This is an optimization exercise on Yosys and OpenROAD, whose aim is small area, not a production implementation. Function was checked by simulation only, so behaviour that the tests miss may differ from the original. Power figures rest on the tool's default switching activity, not on a simulated workload.

== run A ==
==> flow/design.v <==
package riscv_pkg;
  localparam int ALU     = 0;
  localparam int SFT     = 1;
  localparam int BU      = 2;
  localparam int LSU     = 3;
  localparam int NB_UNIT = 4;
  localparam int ADD  = 0;
  localparam int SUB  = 1;
  localparam int AND  = 2;
  localparam int OR   = 3;
  localparam int XOR  = 4;
  localparam int SLT  = 5;
  localparam int SLTU = 6;
  localparam int SLL  = 7;
  localparam int SRL  = 8;
  localparam int SRA  = 9;
  localparam int BEQ  = 10;
  localparam int BNE  = 11;
  localparam int BLT  = 12;
  localparam int BGE  = 13;
  localparam int JAL  = 14;
  localparam int JALR = 15;
  localparam int LD   = 16;
  localparam int ST   = 17;
  localparam int NB_OPERATION = 18;
  localparam int SZ_B = 0;
  localparam int SZ_H = 1;
  localparam int SZ_W = 2;
  typedef struct packed {
    logic [32-1:0]        pc;
    logic                    rd_v;
    logic [5-1:0]     rd_adr;
    logic [32:0]          rs1_data;
    logic [32:0]          rs2_data;
    logic [32-1:0]        immediat;
    logic [2:0]              access_size;
    logic                    unsign_extension;
    logic [NB_UNIT-1:0]      unit;
    logic [NB_OPERATION-1:0] operation;
  } dec_exe_t;
  typedef struct packed {
    logic             adr_v;
    logic [32-1:0] adr;
    logic             is_store;
    logic [32-1:0] store_data;
    logic [2:0]       access_size;
  } mem_req_t;
  typedef struct packed {
    logic                v;
    logic [5-1:0] adr;
    logic [32-1:0]    data;
  } wbk_t;
  typedef struct packed {
    logic [32-1:0] pc;
    logic             branch_instr;
    logic             feedback;
    logic             success;
    logic             failed;
  } pred_fb_t;
endpackage
`timescale 1ns/1ps
import riscv_pkg::*;
module exe_top (
  input  logic                     clk,
  input  logic                     reset_n,
  input  logic [32-1:0]         dec_pc_i,
  input  logic                     dec_rd_v_i,
  input  logic [5-1:0]      dec_rd_adr_i,
  input  logic [32:0]           dec_rs1_data_i,
  input  logic [32:0]           dec_rs2_data_i,
  input  logic [32-1:0]         dec_immediat_i,
  input  logic [2:0]               dec_access_size_i,
  input  logic                     dec_unsign_extension_i,
  input  logic [NB_UNIT-1:0]       dec_unit_i,
  input  logic [NB_OPERATION-1:0]  dec_operation_i,
  input  logic                     pred_v_i,
  input  logic                     pred_is_taken_i,
  input  logic [32-1:0]         load_data_i,
  output logic                     mem_adr_v_o,
  output logic [32-1:0]         mem_adr_o,
  output logic                     mem_is_store_o,
  output logic [32-1:0]         mem_store_data_o,
  output logic [2:0]               mem_access_size_o,
  output logic                     exe_fwd_v_o,
  output logic [5-1:0]      exe_fwd_adr_o,
  output logic [32-1:0]         exe_fwd_data_o,
  output logic                     wbk_v_o,
  output logic [5-1:0]      wbk_adr_o,
  output logic [32-1:0]         wbk_data_o,
  output logic                     flush_v_q_o,
  output logic [32-1:0]         pc_data_q_o,
  output logic [32-1:0]         pred_fb_pc_o,
  output logic                     pred_fb_branch_instr_o,
  output logic                     pred_fb_feedback_o,
  output logic                     pred_fb_success_o,
  output logic                     pred_fb_failed_o
);
  logic [32-1:0] rs1, rs2, imm, pc;
  logic [NB_OPERATION-1:0] op;
  assign rs1 = dec_rs1_data_i[32-1:0];
  assign rs2 = dec_rs2_data_i[32-1:0];
  assign imm = dec_immediat_i;
  assign pc  = dec_pc_i;
  assign op  = dec_operation_i;
  logic             flush_q;
  logic             flush_dly_q;
  logic             wbk_v_q;
  logic [5-1:0] wbk_adr_q;
  logic [32-1:0] wbk_data_q;
  logic [32-1:0] pc_data_q;
  logic             bi_q, fb_q, ok_q, ko_q;
  function automatic logic [32:0] add_cla(input logic [32-1:0] p,
                                             input logic [32-1:0] g,
                                             input logic cin);
    logic [32-1:0] s;
    logic [32/4:0] bc;
    logic             c, gk, pk;
    bc[0] = cin;
    for (int k = 0; k < 32/4; k++) begin
      gk = 1'b0;
      pk = 1'b1;
      c  = bc[k];
      for (int i = 4*k; i < 4*k+4; i++) begin
        s[i] = p[i] ^ c;
        c    = g[i] | (p[i] & c);
        gk   = g[i] | (p[i] & gk);
        pk   = pk & p[i];
      end
      bc[k+1] = gk | (pk & bc[k]);
    end
    add_cla = {bc[32/4], s};
  endfunction
  function automatic logic [32:0] add_cla_fast(input logic [32-1:0] p,
                                                  input logic [32-1:0] g,
                                                  input logic cin);
    logic [32-1:0] s;
    logic [32/4:0] bc;
    logic             gk, pk;
    bc[0] = cin;
    for (int k = 0; k < 32/4; k++) begin
      gk = 1'b0;
      pk = 1'b1;
      for (int i = 4*k; i < 4*k+4; i++) begin
        s[i] = p[i] ^ (gk | (pk & bc[k]));
        gk   = g[i] | (p[i] & gk);
        pk   = pk & p[i];
      end
      bc[k+1] = gk | (pk & bc[k]);
    end
    add_cla_fast = {bc[32/4], s};
  endfunction
  function automatic logic [32-1:0] inc4(input logic [32-1:0] a);
    logic bc, pk;
    bc = 1'b1;
    inc4[1:0] = a[1:0];
    for (int k = 0; k < 8; k++) begin
      pk = 1'b1;
      for (int i = 2 + 4*k; i < 6 + 4*k && i < 32; i++) begin
        inc4[i] = a[i] ^ (bc & pk);
        pk      = pk & a[i];
      end
      bc = bc & pk;
    end
  endfunction
  function automatic logic [32-1:0] dec4(input logic [32-1:0] a);
    logic bb, zk;
    bb = 1'b1;
    dec4[1:0] = a[1:0];
    for (int k = 0; k < 8; k++) begin
      zk = 1'b1;
      for (int i = 2 + 4*k; i < 6 + 4*k && i < 32; i++) begin
        dec4[i] = a[i] ^ (bb & zk);
        zk      = zk & ~a[i];
      end
      bb = bb & zk;
    end
  endfunction
  logic cancel;
  assign cancel = flush_q | flush_dly_q;
  logic             use_imm, use_pc, jal, jalr, jump;
  logic [32-1:0] opa, opb;
  logic [32:0]   sum;
  assign jal     = op[JAL];
  assign jalr    = op[JALR];
  assign jump    = jal | jalr;
  assign use_imm = dec_unit_i[LSU] | dec_unit_i[BU];
  assign use_pc  = dec_unit_i[BU] & ~jalr;
  assign opa = use_pc ? pc : rs1;
  assign opb = use_imm ? imm : (rs2 ^ {32{op[SUB]}});
  logic [32-1:0] ap, ag;
  assign ap  = opa ^ opb;
  assign ag  = opa & opb;
  assign sum = add_cla(ap, ag, op[SUB]);
  logic [32-1:0] cx;
  logic [32:0]   cdiff;
  logic less, equal, taken;
  assign cx    = rs1 ^ rs2;
  assign cdiff = add_cla(~cx, rs1 & ~rs2, 1'b1);
  assign less  = (dec_rs1_data_i[32] ^ dec_rs2_data_i[32]) ? dec_rs1_data_i[32] : ~cdiff[32];
  assign equal = cx == '0;
  assign taken = (op[BEQ] & equal) | (op[BNE] & ~equal) | (op[BLT] & less) | (op[BGE] & ~less);
  logic [32-1:0] pc_inc;
  assign pc_inc = inc4(pc);
  logic [32-1:0] sh_in, sh_out, sh_rev;
  logic             sh_fill;
  always_comb begin
    for (int i = 0; i < 32; i++) sh_in[i] = op[SLL] ? rs1[32-1-i] : rs1[i];
  end
  assign sh_fill = op[SRA] & rs1[32-1];
  logic [32:0] sh_tmp;
  assign sh_tmp = $signed({sh_fill, sh_in}) >>> rs2[4:0];
  assign sh_out = sh_tmp[32-1:0];
  always_comb begin
    for (int i = 0; i < 32; i++) sh_rev[i] = sh_out[32-1-i];
  end
  logic [32-1:0] ld;
  logic             ld_fill;
  assign ld_fill = ~dec_unsign_extension_i
                 & (dec_access_size_i[SZ_B] ? load_data_i[7] : load_data_i[15]);
  assign ld[7:0]   = load_data_i[7:0];
  assign ld[15:8]  = dec_access_size_i[SZ_B] ? {8{ld_fill}} : load_data_i[15:8];
  assign ld[31:16] = dec_access_size_i[SZ_W] ? load_data_i[31:16] : {16{ld_fill}};
  logic [32-1:0] res;
  assign res = ({32{op[ADD] | op[SUB]}} & sum[32-1:0])
             | ({32{op[AND] | op[OR]}} & ag)
             | ({32{op[XOR] | op[OR]}} & ap)
             | {{(32-1){1'b0}}, (op[SLT] | op[SLTU]) & less}
             | ({32{op[SLL]}} & sh_rev)
             | ({32{op[SRL] | op[SRA]}} & sh_out)
             | ({32{dec_unit_i[BU]}} & pc_inc)
             | ({32{op[LD]}} & ld);
  logic bu_en, pred_ok, fwd_v;
  assign bu_en   = dec_unit_i[BU] & ~cancel;
  assign pred_ok = pred_v_i & (pred_is_taken_i == (taken | jump));
  assign fwd_v   = dec_rd_v_i & ~cancel;
  assign mem_adr_v_o       = dec_unit_i[LSU] & ~cancel;
  assign mem_is_store_o    = op[ST] & ~cancel;
  assign mem_adr_o         = sum[32-1:0];
  assign mem_store_data_o  = rs2;
  assign mem_access_size_o = dec_access_size_i;
  assign exe_fwd_v_o    = fwd_v;
  assign exe_fwd_adr_o  = dec_rd_adr_i;
  assign exe_fwd_data_o = res;
  always_ff @(posedge clk or negedge reset_n) begin
    if (!reset_n) begin
      wbk_v_q     <= 1'b0;
      flush_q     <= 1'b0;
      flush_dly_q <= 1'b0;
      bi_q        <= 1'b0;
      fb_q        <= 1'b0;
      ok_q        <= 1'b0;
      ko_q        <= 1'b0;
    end else begin
      wbk_v_q     <= fwd_v;
      flush_q     <= bu_en & ~pred_ok;
      flush_dly_q <= flush_q;
      bi_q        <= bu_en;
      fb_q        <= bu_en & pred_v_i;
      ok_q        <= bu_en & pred_ok;
      ko_q        <= bu_en & (pred_v_i ? ~pred_ok : (taken | jump));
    end
  end
  always_ff @(posedge clk) begin
    wbk_adr_q  <= dec_rd_adr_i;
    wbk_data_q <= res;
    pc_data_q  <= (taken | jump) ? {sum[32-1:1], sum[0] & ~jalr} : pc_inc;
  end
  assign wbk_v_o                = wbk_v_q;
  assign wbk_adr_o              = wbk_adr_q;
  assign wbk_data_o             = wbk_data_q;
  assign flush_v_q_o            = flush_q;
  assign pc_data_q_o            = pc_data_q;
  assign pred_fb_pc_o           = dec4(wbk_data_q);
  assign pred_fb_branch_instr_o = bi_q;
  assign pred_fb_feedback_o     = fb_q;
  assign pred_fb_success_o      = ok_q;
  assign pred_fb_failed_o       = ko_q;
endmodule
==> flow/config.mk <==
export PLATFORM = sky130hd
export DESIGN_NAME = exe_top
export DESIGN_NICKNAME = exe_top
export VERILOG_FILES = /design/flow/design.v
export SDC_FILE = /design/flow/constraint.sdc
export NUM_CORES = 4
export LEC_CHECK = 0
export CAP_MARGIN = 0
export CORE_AREA = 5 5 145 145
export CTS_BUF_LIST = sky130_fd_sc_hd__clkbuf_8
export DIE_AREA = 0 0 150 150
export GPL_TIMING_DRIVEN = 0
export SETUP_SLACK_MARGIN = 0.2
export SLEW_MARGIN = 0
==> flow/constraint.sdc <==
create_clock -name core_clock -period 8.0 [get_ports {clk}]
set_input_delay 1.6000 -clock core_clock [delete_from_list [all_inputs] [get_ports {clk}]]
set_output_delay 1.6000 -clock core_clock [all_outputs]
set_load 0.01 [all_outputs]
standard.sh (not shown) runs the stock make flow with config.mk's settings and CLKGATE_MAP_FILE= SYNTH_SCRIPT=/design/flow/synth_recipe.tcl, a recipe that flattens the netlist after the stock synthesis.
==> flow/flow/run.sh <==
#!/bin/bash
# Standard ORFS layout (the standard.sh), with the port buffers and the
# synthesis pass-through buffers made from the smallest buffer cell, and the
# buffers ABC inserts removed at floorplan (repair_design re-buffers).
bash standard.sh \
  BUFFER_PORTS_ARGS="-buffer_cell sky130_fd_sc_hd__buf_1" \
  MIN_BUF_CELL_AND_PORTS="sky130_fd_sc_hd__buf_1 A X" \
  REMOVE_ABC_BUFFERS=1 \
  finish > standard.log 2>&1
Input changes introduced in run B (baseline for comparison: run A):
==> flow/flow/run.sh <==
#!/bin/bash
# Standard ORFS layout (the standard.sh), with the port buffers and the
# synthesis pass-through buffers made from the smallest buffer cell.
bash standard.sh \
  BUFFER_PORTS_ARGS="-buffer_cell sky130_fd_sc_hd__buf_1" \
  MIN_BUF_CELL_AND_PORTS="sky130_fd_sc_hd__buf_1 A X" \
  finish > standard.log 2>&1
## What came out
Run B vs. run A: number of cells upsized or downsized after cts moved up, detailed-route vias per instance moved up. Compared run B vs run A, and total power draw is up in run B. On proportion of power drawn by combinational gates: run B sits above run A.
Inputs modified between run B and run C:
- changing SETUP_SLACK_MARGIN from 0.2 to 0.15
- setting TNS_END_PERCENT to 5 for the first time
- setting ABC_AREA to 1 for the first time
==> flow/flow/run.sh <==
#!/bin/bash
# Standard ORFS layout (the standard.sh), with the port buffers and the
# synthesis pass-through buffers made from the smallest buffer cell, and the
# buffers ABC inserts removed at floorplan (repair_design re-buffers).
bash standard.sh \
  BUFFER_PORTS_ARGS="-buffer_cell sky130_fd_sc_hd__buf_1" \
  MIN_BUF_CELL_AND_PORTS="sky130_fd_sc_hd__buf_1 A X" \
  REMOVE_ABC_BUFFERS=1 \
  finish > standard.log 2>&1
==> results.txt <==
In run C, power drawn by the combinational cells is lower than in run B.
Share of total power consumed by net switching down 2.4 points in run C wrt run B
Cmp run B and run C / fraction of the mapped netlist area in simple logic gates / lower: run B
Looking at the reports, run C completed the entire flow and the layout it produced met the timing, DRC and antenna checks.
Run comparison: run B cell at the slowest stage of the critical path sky130_fd_sc_hd__a211oi_1; run C cell at the slowest stage of the critical path sky130_fd_sc_hd__fa_1
Setup slack: run C > run B
STATUS power spent charging and discharging nets: run C wins against run B
Final-layout worst hold slack: run C lower than run B
Run C reports a lower first-iteration DRC count than run B does.
In the reports for run B and run C, the smaller count of inverters other than clock inverters in the layout belongs to run B.
Run C vs run B: count of cells along the worst register-to-register path up in run C
Relative area of non-clock buffer cells in the final design (higher): run B
> inputs changed (run C -> run D)
- SETUP_SLACK_MARGIN now 0.2, was 0.15
- TNS_END_PERCENT no longer set, was 5
--- outcome ---
Run D: all stages complete, timing, DRC and antenna checks passed. Any difference in wire length between run D and run C is small enough to ignore. There was hardly any difference in final-layout clock-cell area share between run C and run D. Final area delta (run D -> run C): insignificant. Fmax: run D vs run C, no meaningful difference. The power on run C is in line with that on run D. As far as final routed wire length divided by cell count is concerned, run D and run C perform about the same. Any difference in met2 track demand over resource between run D and run C is small enough to ignore. Looking at run D and run C, the fraction of area in multi-input gates is a wash.

Setup of willow:
exe_top, a different RTL version from the one above (not shown whole).
Size in the first run: ~1,500 cells after synthesis, about 410 I/O pins.
clock: 8.0 ns
lec_check: 0
abc_area: 1
cap_margin: 0
core_area: 5 5 145 145
cts_buf_list: sky130_fd_sc_hd__clkbuf_8
cts_cluster_diameter: 150
cts_cluster_size: 30
die_area: 0 0 150 150
gpl_timing_driven: 0
setup_slack_margin: 0.15
slew_margin: 0
tns_end_percent: 5
==> flow/flow/run.sh <==
#!/bin/bash
# Standard ORFS layout (the standard.sh), with the port buffers and the
# synthesis pass-through buffers made from the smallest buffer cell, and the
# buffers ABC inserts removed at floorplan (repair_design re-buffers).
bash standard.sh \
  BUFFER_PORTS_ARGS="-buffer_cell sky130_fd_sc_hd__buf_1" \
  MIN_BUF_CELL_AND_PORTS="sky130_fd_sc_hd__buf_1 A X" \
  REMOVE_ABC_BUFFERS=1 \
  finish > standard.log 2>&1
willow was carried through to the last stage, and its layout satisfied the timing, DRC and antenna checks.
Input changes introduced in cedar (baseline for comparison: willow):
Settings: DIE_AREA: 0 0 150 150 -> 0 0 160 160; CTS_CLUSTER_DIAMETER: 150 -> unset; CTS_CLUSTER_SIZE: 30 -> unset; CORE_AREA: 5 5 145 145 -> 5 5 155 155.
==> results.txt <==
- The final layout from willow, which completed every stage, passed the timing, DRC and antenna checks at the end of the flow.
- cedar: all stages complete, timing, DRC and antenna checks passed
- Final worst slack: cedar vs willow up 0.12 ns
- Lower total track usage goes to cedar over willow.
- [cedar vs willow] non-clock inverter total of the final layout: higher in cedar
- Changes observed in cedar relative to willow: detailed router's first-iteration violation count dropped 34, minimum clock period after layout dropped 0.12 ns, power climbed 1.9%, actual slew at the worst max-slew pin dropped 0.045 ns.
- In the metrics for cedar and willow, the one carrying the higher timing-limited maximum frequency is cedar.
- Length of routed met2 wiring was higher in the run labelled cedar.
- Share of total power in combinational logic ended up 0.6 points lower on cedar than on willow.
- Between willow and cedar, the cell count went up.
For ember, these inputs were changed with respect to cedar:
Settings: changing CORE_AREA from 5 5 155 155 to 5 5 145 145; changing DIE_AREA from 0 0 160 160 to 0 0 150 150.
-- flow/flow/run.sh --
<<< cedar, line 3
# synthesis pass-through buffers made from the smallest buffer cell, and the
# buffers ABC inserts removed at floorplan (repair_design re-buffers).
>>> ember, line 3
# synthesis pass-through buffers made from the smallest buffer cell, the
# buffers ABC inserts removed at floorplan (repair_design re-buffers), and
# no full/half-adder cell extraction before ABC (ABC maps the adders).
<<< cedar, line 9
>>> ember, line 10
  ADDER_MAP_FILE= \
--- outcome ---
- Post-route minimum period: ember < cedar
- [compare] base=cedar new=ember: total power lower; maximum frequency rose by 2.7%; count of non-filler cells in the finished layout now sits higher; part of the power in combinational logic down 1.6 points; diode insertion count for antenna repair closely matched the old numbers.
- Looking at most frequent standard cell in the layout excluding fill and tap cells, the nand2_1 result is from ember; the buf_1 one comes from cedar.
Relative to ember, the following input files were edited for nickel:
==> flow/flow/run.sh <==
#!/bin/bash
# Standard ORFS layout (the standard.sh), with the port buffers and the
# synthesis pass-through buffers made from the smallest buffer cell, and the
# buffers ABC inserts removed at floorplan (repair_design re-buffers).
bash standard.sh \
  BUFFER_PORTS_ARGS="-buffer_cell sky130_fd_sc_hd__buf_1" \
  MIN_BUF_CELL_AND_PORTS="sky130_fd_sc_hd__buf_1 A X" \
  REMOVE_ABC_BUFFERS=1 \
  finish > standard.log 2>&1
Notes after the runs:
- Net switching fraction of the power is higher on nickel
- ember has lower number of antenna violations at the first check in global routing than nickel.
- Changes observed in nickel relative to ember: wire length saw an increase; total placed cells including tap cells saw a decrease; final area saw an increase.
- Comparing total of cells resized after clock tree synthesis for ember and nickel, the bigger number came from nickel.
- Slew at the pin with the worst max-slew slack for nickel: 0.042 ns up relative to ember
Relative to nickel, the following input files were edited for pepper:
Settings: swapping sky130_fd_sc_hd__clkbuf_8 for sky130_fd_sc_hd__clkbuf_16 in CTS_BUF_LIST.
- pepper completed; timing, DRC and antenna clean
- From pepper to nickel, synthesized-area fraction occupied by and/or/nand/nor cells did not move at all.
- Instance count on the critical path grows by a few percent when moving from nickel to pepper.
- Comparing pepper with nickel, the cell count came out essentially unchanged.
- Clock insertion delay at the later pin of the skew report, nickel and pepper, lower one = pepper.
- pepper: arrival time of the worst setup path is 0.05 ns lower than what nickel reported.
- As far as wire length is concerned, pepper and nickel perform about the same.
- pepper and nickel ended up with roughly the same number of max-slew violations in the final report.
- Compared with nickel, final non-filler cell area in pepper increased slightly.
- Comparing the two runs side by side, pepper comes out ahead of nickel on clock period minus final worst setup slack.
- Share of power burned in the clock network came out higher on pepper than on nickel.
For amber, these inputs were changed with respect to pepper:
Settings: swapping sky130_fd_sc_hd__clkbuf_16 for sky130_fd_sc_hd__clkbuf_8 in CTS_BUF_LIST; swapping 5 5 145 145 for 5 5 140 140 in CORE_AREA; swapping 0 0 150 150 for 0 0 145 145 in DIE_AREA.
Notes after the runs:
[amber] number of detailed-routing iterations run before antenna repair fell 1 relative to pepper. Looking at final core utilization, amber sits 4.5 points higher than pepper does. Between amber and pepper, worst hold slack is higher for pepper, amber comes in under that. Delta (amber minus pepper): total internal power now smaller; number of buffers inserted for hold repair after clock tree synthesis comparable; power drawn by the sequential cells comparable. pepper -> amber: cell area after layout decreased slightly.

afterwards: timing with drivers on the ports:
How much do the figures lean on ideal ports? The routed layouts below were timed once more, with nothing changed but the port constraints. Step 1 assumes that a clkbuf_16 drives the clock port and a buf_2 every other input. Step 2 moves the port delays by t, midway between the first and last clock arrival at a register: inputs arrive t later, outputs are due t later. That takes back most of the time a late clock gives input paths. a / b / c = no drivers / after step 1 / after step 2; a / b = the first two.
| run | t, ns | setup slack, ns | clock arrival spread, ns |
|---|---|---|---|
| run A | 0.428 | 0.304 / 0.183 / 0.183 | 0.022 / 0.023 |
| run B | 0.427 | 0.205 / 0.180 / 0.180 | 0.025 / 0.025 |
| run C | 0.429 | 0.315 / 0.291 / 0.291 | 0.018 / 0.018 |
| run D | 0.429 | 0.336 / 0.314 / 0.314 | 0.016 / 0.016 |
| willow | 0.414 | 0.201 / 0.172 / 0.172 | 0.012 / 0.012 |
| cedar | 0.419 | 0.323 / 0.292 / 0.292 | 0.014 / 0.014 |
| ember | 0.414 | 0.524 / 0.495 / 0.495 | 0.015 / 0.015 |
| nickel | 0.414 | 0.201 / 0.172 / 0.172 | 0.012 / 0.012 |
| pepper | 0.382 | 0.247 / 0.217 / 0.217 | 0.011 / 0.012 |
| amber | 0.407 | 0.348 / 0.290 / 0.290 | 0.019 / 0.018 |
After both steps every run listed still meets setup and hold. For run A, which loses most, drivers alone change the setup slack by -0.121 ns; drivers and shift together by -0.121 ns.
